This is an optimization exercise on Yosys and OpenROAD, whose aim is small area, a short achievable clock period and few clock cycles per item, not a production implementation. Where RTL was checked, it was by simulation tests only, not by an equivalence proof against the original. Power is estimated from default activity; no workload was simulated.

Design touch_median_calibrate_map, start of the top module:
module touch_median_calibrate_map #(
  parameter int RAW_BITS = 12
) (
  input  logic                                  clk,
  input  logic                                  rst_n,
  input  logic                                  in_tvalid,
  output logic                                  in_tready,
  input  logic [((3*RAW_BITS+7)/8)*8-1:0]       in_tdata,
  output logic                                  out_tvalid,
  input  logic                                  out_tready,
  output logic [23:0]                           out_tdata,
  output logic                                  out_tuser,
  input  logic                                  cfg_psel,
  input  logic                                  cfg_penable,
  input  logic                                  cfg_pwrite,
  input  logic [tmcm_pkg::CFG_ADDR_BITS-1:0]    cfg_paddr,
  input  logic [tmcm_pkg::CFG_DATA_BITS-1:0]    cfg_pwdata,
  output logic [tmcm_pkg::CFG_DATA_BITS-1:0]    cfg_prdata,
  output logic                                  cfg_pready
);
Size in the first run: about 3,000 cells after synthesis, about 350 flip-flops, about 140 I/O pins, roughly 29,000 um^2 of cells after synthesis.
clock: 7.0 ns
lec_check: 0
cap_margin: 20
core_margin: 2
core_utilization: 40
setup_slack_margin: 2.95
slew_margin: 20
run.sh (not shown) runs the stock make flow with config.mk's settings and CLKGATE_MAP_FILE= SYNTH_SCRIPT=/design/flow/synth_recipe.tcl, a recipe that flattens the netlist after the stock synthesis.
The first run completed without violations.
==> next run, changes <==
--- a/flow/design.v
+++ b/flow/design.v
@@ -203,20 +203,21 @@
   end
 endmodule
 module tmcm_muldiv #(
   parameter int RAW_BITS = 12
 ) (
   input  logic                                   clk,
   input  logic                                   load,
   input  logic                                   step,
   input  logic [RAW_BITS+tmcm_pkg::SCR_BITS-1:0] prod,
   input  logic [RAW_BITS-1:0]                    den,
+  input  logic [RAW_BITS:0]                      den3,
   output logic [tmcm_pkg::SCR_BITS-1:0]          quo,
   output logic [tmcm_pkg::SCR_BITS-1:0]          quo_next
 );
   localparam int SB = tmcm_pkg::SCR_BITS;
   localparam int RW = RAW_BITS + 1;
   logic [RW-1:0] r_r, r1, r2;
   logic [SB-1:0] pq_r;
   function automatic logic [RW-1:0] add_bk(
     input logic [RW-1:0] x,
     input logic [RW-1:0] y,
@@ -233,30 +234,34 @@
         gg[i] = gg[i] | (pp[i] & gg[i-d]);
         pp[i] = pp[i] & pp[i-d];
       end
     for (int d = 8; d >= 1; d = d / 2)
       for (int i = 3 * d - 1; i < RW; i = i + 2 * d) begin
         gg[i] = gg[i] | (pp[i] & gg[i-d]);
         pp[i] = pp[i] & pp[i-d];
       end
     add_bk = p ^ {gg[RW-2:0], cin};
   endfunction
-  logic [RW-1:0] dd, ndd, t1, t2;
+  logic [RW-1:0] dd, dd3, t1, t2, k_ge, k_lt, c_ge, c_lt;
   logic          sub1;
   always_comb begin
     dd   = {1'b0, den};
-    ndd  = ~dd;
+    dd3  = den3;
     sub1 = ~r_r[RW-1];
     t1   = {r_r[RW-2:0], pq_r[SB-1]};
-    r1   = add_bk(t1, sub1 ? ndd : dd, sub1);
-    t2   = {r1[RW-2:0], pq_r[SB-2]};
-    r2   = r1[RW-1] ? add_bk(t2, dd, 1'b0) : add_bk(t2, ndd, 1'b1);
+    t2   = {r_r[RW-3:0], pq_r[SB-1], pq_r[SB-2]};
+    r1   = add_bk(t1, sub1 ? ~dd : dd, sub1);
+    k_ge = sub1 ? ~dd3 : dd;
+    k_lt = sub1 ? ~dd : dd3;
+    c_ge = add_bk(t2, k_ge, sub1);
+    c_lt = add_bk(t2, k_lt, sub1);
+    r2   = r1[RW-1] ? c_lt : c_ge;
   end
   always_ff @(posedge clk) begin
     if (load) begin
       r_r  <= {1'b0, prod[RAW_BITS+SB-1:SB]};
       pq_r <= prod[SB-1:0];
     end else if (step) begin
       r_r  <= r2;
       pq_r <= {pq_r[SB-3:0], ~r1[RW-1], ~r2[RW-1]};
     end
   end
@@ -367,41 +372,32 @@
       v_r   <= '0;
       sel_r <= 1'b0;
     end else if (adv) begin
       v_r <= {v_r[8:1], start};
       if (start) sel_r <= ~sel_r;
     end
   end
   always_ff @(posedge clk) begin
     if (adv) s_r <= {s_r[8:1], sel_r};
   end
-  function automatic logic [RAW_BITS:0] span(
-    input logic [RAW_BITS-1:0] hi_v,
-    input logic [RAW_BITS-1:0] lo_v
-  );
-    logic c;
-    c = 1'b1;
-    for (int i = 0; i < RAW_BITS; i++) begin
-      span[i] = hi_v[i] ^ ~lo_v[i] ^ c;
-      c = (hi_v[i] & ~lo_v[i]) | (hi_v[i] & c) | (~lo_v[i] & c);
-    end
-    span[RAW_BITS] = ~c;
-  endfunction
   logic [RAW_BITS:0] span_x, span_y;
+  logic [RAW_BITS:0] den3_x_r, den3_y_r;
   logic              empty_x_r, empty_y_r;
-  assign span_x = span(raw_max_x, raw_min_x);
-  assign span_y = span(raw_max_y, raw_min_y);
+  assign span_x = {1'b0, raw_max_x} - {1'b0, raw_min_x};
+  assign span_y = {1'b0, raw_max_y} - {1'b0, raw_min_y};
   always_ff @(posedge clk) begin
     den_x_r   <= span_x[RAW_BITS-1:0];
     den_y_r   <= span_y[RAW_BITS-1:0];
     empty_x_r <= span_x[RAW_BITS] | ~|span_x[RAW_BITS-1:0];
     empty_y_r <= span_y[RAW_BITS] | ~|span_y[RAW_BITS-1:0];
+    den3_x_r  <= {1'b0, den_x_r} + {den_x_r, 1'b0};
+    den3_y_r  <= {1'b0, den_y_r} + {den_y_r, 1'b0};
   end
   assign empty_x = empty_x_r;
   assign empty_y = empty_y_r;
   always_comb begin
     ax  = v_r[2];
     v   = (orient[tmcm_pkg::FLG_SWAP] ^ ax) ? my : mx;
     lo  = ax ? raw_min_y : raw_min_x;
     hi  = ax ? raw_max_y : raw_max_x;
     dn  = ax ? den_y_r : den_x_r;
     mir = ax ? orient[tmcm_pkg::FLG_INV_Y] : orient[tmcm_pkg::FLG_INV_X];
@@ -441,29 +437,31 @@
     assign x_load = adv & v_r[3] & (s_r[3] == e[0]);
     assign x_step = adv & |(v_r[8:4] & ~(s_r[8:4] ^ {5{e[0]}}));
     assign y_load = adv & v_r[4] & (s_r[4] == e[0]);
     assign y_step = adv & |(v_r[8:5] & ~(s_r[8:5] ^ {4{e[0]}}));
     tmcm_muldiv #(.RAW_BITS(RAW_BITS)) u_x (
       .clk      (clk),
       .load     (x_load),
       .step     (x_step),
       .prod     (prod),
       .den      (den_x_r),
+      .den3     (den3_x_r),
       .quo      (xq[e]),
       .quo_next (xqn[e])
     );
     tmcm_muldiv #(.RAW_BITS(RAW_BITS)) u_y (
       .clk      (clk),
       .load     (y_load),
       .step     (y_step),
       .prod     (prod),
       .den      (den_y_r),
+      .den3     (den3_y_r),
       .quo      (yq[e]),
       .quo_next (yqn[e])
     );
     always_ff @(posedge clk) begin
       if (x_load) xt_r[e] <= touched;
     end
   end
   assign qx = s_r[9] ? xq[1] : xq[0];
   assign qy = s_r[9] ? yqn[1] : yqn[0];
   assign tt = s_r[9] ? xt_r[1] : xt_r[0];
The changed run produced a clean layout.
Routed wire length went up by a few percent.
Count of clock-buffer cells in the layout increases by 2.
Setup slack is better by 0.96 ns.
Combinational power went down by about a fifth.
Non-clock buffer count decreases by 4.
Area after synthesis is higher by a few percent.
Maximum frequency rises by a quarter to a third.
Hold slack is better by 0.010 ns.
First-iteration DRC count climbs by roughly a tenth.
Final cell count climbs by roughly a tenth.
Core utilization drops by 1.8 points.
Design area rises by a few percent.
Via count grows by a little under a tenth.
Die area grows by a few percent.
Testbench counts after the change, summed over its fixed seeds: cycles 19,520, items 6,400.
Function not checked in the first run of this note: the RTL went through the layout flow alone.

* * *

Another version of the RTL of touch_median_calibrate_map (not shown whole).
Size: about 3100 cells after synthesis, ~380 flip-flops, about 140 I/O pins.
==> module tmcm_regs, before the edit <==
module tmcm_regs #(
  parameter int RAW_BITS = 12
) (
  input  logic                                  clk,
  input  logic                                  rst_n,
  input  logic                                  psel,
  input  logic                                  penable,
  input  logic                                  pwrite,
  input  logic [tmcm_pkg::CFG_ADDR_BITS-1:0]    paddr,
  input  logic [tmcm_pkg::CFG_DATA_BITS-1:0]    pwdata,
  output logic [tmcm_pkg::CFG_DATA_BITS-1:0]    prdata,
  output logic [RAW_BITS-1:0]                   raw_min_x,
  output logic [RAW_BITS-1:0]                   raw_max_x,
  output logic [RAW_BITS-1:0]                   raw_min_y,
  output logic [RAW_BITS-1:0]                   raw_max_y,
  output logic [RAW_BITS-1:0]                   press_thr,
  output logic [3:0]                            orient,
  output logic [tmcm_pkg::SCR_BITS-1:0]         scr_max_x,
  output logic [tmcm_pkg::SCR_BITS-1:0]         scr_max_y
);
  localparam int DW = tmcm_pkg::CFG_DATA_BITS;
  logic [RAW_BITS-1:0] raw_min_x_r, raw_max_x_r, raw_min_y_r, raw_max_y_r, press_thr_r;
  logic [3:0] orient_r;
  logic [tmcm_pkg::SCR_BITS-1:0] scr_max_x_r, scr_max_y_r;
  logic [tmcm_pkg::REG_IDX_BITS-1:0] idx;
  logic wr_en;
  assign idx = paddr[tmcm_pkg::CFG_ADDR_BITS-1:2];
  assign wr_en = psel & penable & pwrite;
  always_ff @(posedge clk) begin
    if (!rst_n) begin
      raw_min_x_r <= RAW_BITS'(tmcm_pkg::RST_RAW_MIN);
      raw_max_x_r <= RAW_BITS'(tmcm_pkg::RST_RAW_MAX);
      raw_min_y_r <= RAW_BITS'(tmcm_pkg::RST_RAW_MIN);
      raw_max_y_r <= RAW_BITS'(tmcm_pkg::RST_RAW_MAX);
      press_thr_r <= RAW_BITS'(tmcm_pkg::RST_PRESS_THR);
      orient_r    <= tmcm_pkg::RST_ORIENT;
      scr_max_x_r <= tmcm_pkg::RST_SCR_MAX_X;
      scr_max_y_r <= tmcm_pkg::RST_SCR_MAX_Y;
    end else if (wr_en) begin
      case (idx)
        tmcm_pkg::REG_RAW_MIN_X: raw_min_x_r <= pwdata[RAW_BITS-1:0];
        tmcm_pkg::REG_RAW_MAX_X: raw_max_x_r <= pwdata[RAW_BITS-1:0];
        tmcm_pkg::REG_RAW_MIN_Y: raw_min_y_r <= pwdata[RAW_BITS-1:0];
        tmcm_pkg::REG_RAW_MAX_Y: raw_max_y_r <= pwdata[RAW_BITS-1:0];
        tmcm_pkg::REG_PRESS_THR: press_thr_r <= pwdata[RAW_BITS-1:0];
        tmcm_pkg::REG_ORIENT:    orient_r    <= pwdata[3:0];
        tmcm_pkg::REG_SCR_MAX_X: scr_max_x_r <= pwdata[tmcm_pkg::SCR_BITS-1:0];
        tmcm_pkg::REG_SCR_MAX_Y: scr_max_y_r <= pwdata[tmcm_pkg::SCR_BITS-1:0];
        default: ;
      endcase
    end
  end
  always_comb begin
    case (idx)
      tmcm_pkg::REG_RAW_MIN_X: prdata = DW'(raw_min_x_r);
      tmcm_pkg::REG_RAW_MAX_X: prdata = DW'(raw_max_x_r);
      tmcm_pkg::REG_RAW_MIN_Y: prdata = DW'(raw_min_y_r);
      tmcm_pkg::REG_RAW_MAX_Y: prdata = DW'(raw_max_y_r);
      tmcm_pkg::REG_PRESS_THR: prdata = DW'(press_thr_r);
      tmcm_pkg::REG_ORIENT:    prdata = DW'(orient_r);
      tmcm_pkg::REG_SCR_MAX_X: prdata = DW'(scr_max_x_r);
      tmcm_pkg::REG_SCR_MAX_Y: prdata = DW'(scr_max_y_r);
      default:                 prdata = '0;
    endcase
  end
  assign raw_min_x = raw_min_x_r;
  assign raw_max_x = raw_max_x_r;
  assign raw_min_y = raw_min_y_r;
  assign raw_max_y = raw_max_y_r;
  assign press_thr = press_thr_r;
  assign orient    = orient_r;
  assign scr_max_x = scr_max_x_r;
  assign scr_max_y = scr_max_y_r;
endmodule
Settings: LEC_CHECK=0, CAP_MARGIN=20, CORE_MARGIN=2, CORE_UTILIZATION=40, CTS_BUF_LIST=sky130_fd_sc_hd__clkbuf_4 sky130_fd_sc_hd__clkbuf_8, CTS_CLUSTER_SIZE=40, SETUP_SLACK_MARGIN=2.95, SLEW_MARGIN=20; clock period 7.0 ns.
Testbench counts at the start, summed over its fixed seeds: cycles 19,520, items 6,400.
Edit:
--- a/flow/design.v
+++ b/flow/design.v
@@ -51,27 +51,24 @@
   assign idx = paddr[tmcm_pkg::CFG_ADDR_BITS-1:2];
   assign wr_en = psel & penable & pwrite;
+  localparam int DB = RAW_BITS;
+  logic [DB-1:0] wd0, wd1;
+  logic [7:0]    en;
+  assign wd0 = pwdata[DB-1:0] & {DB{rst_n}};
+  assign wd1 = pwdata[DB-1:0] | {DB{~rst_n}};
+  function automatic logic [DB-1:0] pick(input logic [DB-1:0] rv);
+    for (int i = 0; i < DB; i++) pick[i] = rv[i] ? wd1[i] : wd0[i];
+  endfunction
+  always_comb begin
+    for (int i = 0; i < 8; i++) en[i] = ~rst_n | (wr_en & (idx == i[2:0]));
+  end
   always_ff @(posedge clk) begin
-    if (!rst_n) begin
-      raw_min_x_r <= RAW_BITS'(tmcm_pkg::RST_RAW_MIN);
-      raw_max_x_r <= RAW_BITS'(tmcm_pkg::RST_RAW_MAX);
-      raw_min_y_r <= RAW_BITS'(tmcm_pkg::RST_RAW_MIN);
-      raw_max_y_r <= RAW_BITS'(tmcm_pkg::RST_RAW_MAX);
-      press_thr_r <= RAW_BITS'(tmcm_pkg::RST_PRESS_THR);
-      orient_r    <= tmcm_pkg::RST_ORIENT;
-      scr_max_x_r <= tmcm_pkg::RST_SCR_MAX_X;
-      scr_max_y_r <= tmcm_pkg::RST_SCR_MAX_Y;
-    end else if (wr_en) begin
-      case (idx)
-        tmcm_pkg::REG_RAW_MIN_X: raw_min_x_r <= pwdata[RAW_BITS-1:0];
-        tmcm_pkg::REG_RAW_MAX_X: raw_max_x_r <= pwdata[RAW_BITS-1:0];
-        tmcm_pkg::REG_RAW_MIN_Y: raw_min_y_r <= pwdata[RAW_BITS-1:0];
-        tmcm_pkg::REG_RAW_MAX_Y: raw_max_y_r <= pwdata[RAW_BITS-1:0];
-        tmcm_pkg::REG_PRESS_THR: press_thr_r <= pwdata[RAW_BITS-1:0];
-        tmcm_pkg::REG_ORIENT:    orient_r    <= pwdata[3:0];
-        tmcm_pkg::REG_SCR_MAX_X: scr_max_x_r <= pwdata[tmcm_pkg::SCR_BITS-1:0];
-        tmcm_pkg::REG_SCR_MAX_Y: scr_max_y_r <= pwdata[tmcm_pkg::SCR_BITS-1:0];
-        default: ;
-      endcase
-    end
+    if (en[tmcm_pkg::REG_RAW_MIN_X]) raw_min_x_r <= pick(DB'(tmcm_pkg::RST_RAW_MIN));
+    if (en[tmcm_pkg::REG_RAW_MAX_X]) raw_max_x_r <= pick(DB'(tmcm_pkg::RST_RAW_MAX));
+    if (en[tmcm_pkg::REG_RAW_MIN_Y]) raw_min_y_r <= pick(DB'(tmcm_pkg::RST_RAW_MIN));
+    if (en[tmcm_pkg::REG_RAW_MAX_Y]) raw_max_y_r <= pick(DB'(tmcm_pkg::RST_RAW_MAX));
+    if (en[tmcm_pkg::REG_PRESS_THR]) press_thr_r <= pick(DB'(tmcm_pkg::RST_PRESS_THR));
+    if (en[tmcm_pkg::REG_ORIENT])    orient_r    <= pick(DB'(tmcm_pkg::RST_ORIENT)) & 4'hF;
+    if (en[tmcm_pkg::REG_SCR_MAX_X]) scr_max_x_r <= pick(DB'(tmcm_pkg::RST_SCR_MAX_X));
+    if (en[tmcm_pkg::REG_SCR_MAX_Y]) scr_max_y_r <= pick(DB'(tmcm_pkg::RST_SCR_MAX_Y));
   end
   always_comb begin
Final area rose by 0.97%.
Hold slack barely changes.
Core utilization rose by 0.53 points.
Sequential power rose by 25%.
Clock-buffer cell count fell by 13.
Setup slack loses 160 ps.
Total power rose by 49%.
Function not checked in the second run of this note: the RTL went through the layout flow alone.

separate check: timing with driven ports:
How much do the figures lean on ideal ports? The routed layouts below were timed once more, with nothing changed but the port constraints.
Step 1 sets driving cells, clkbuf_16 on the clock port and buf_2 on the other inputs (assumed; they add their load-dependent delay and slew).
Step 2, shift: input delay + t, output delay - t, t = (earliest + latest rising clock arrival at the registers) / 2. This alone moves slack from input paths to output paths.
a / b / c = ideal / step 1 / step 2; a / b = the first two.
| run | t (ns) | slack for setup (ns) | hold slack, ns |
|---|---|---|---|
| the first run of note 1 | 0.647 | 2.016 / 2.016 / 2.016 | 0.421 / 0.421 / 0.421 |
| the second run of note 1 | 0.651 | 2.972 / 2.921 / 2.396 | 0.431 / 0.431 / 0.431 |
| the first run of note 2 | 0.713 | 2.967 / 2.914 / 2.373 | 0.431 / 0.431 / 0.431 |
| the second run of note 2 | 0.706 | 2.806 / 2.742 / 2.315 | 0.429 / 0.429 / 0.429 |
After both steps setup and hold are still met in every run listed. For the first run of note 2, which loses most, drivers alone change the setup slack by -0.053 ns; drivers and shift together by -0.594 ns.
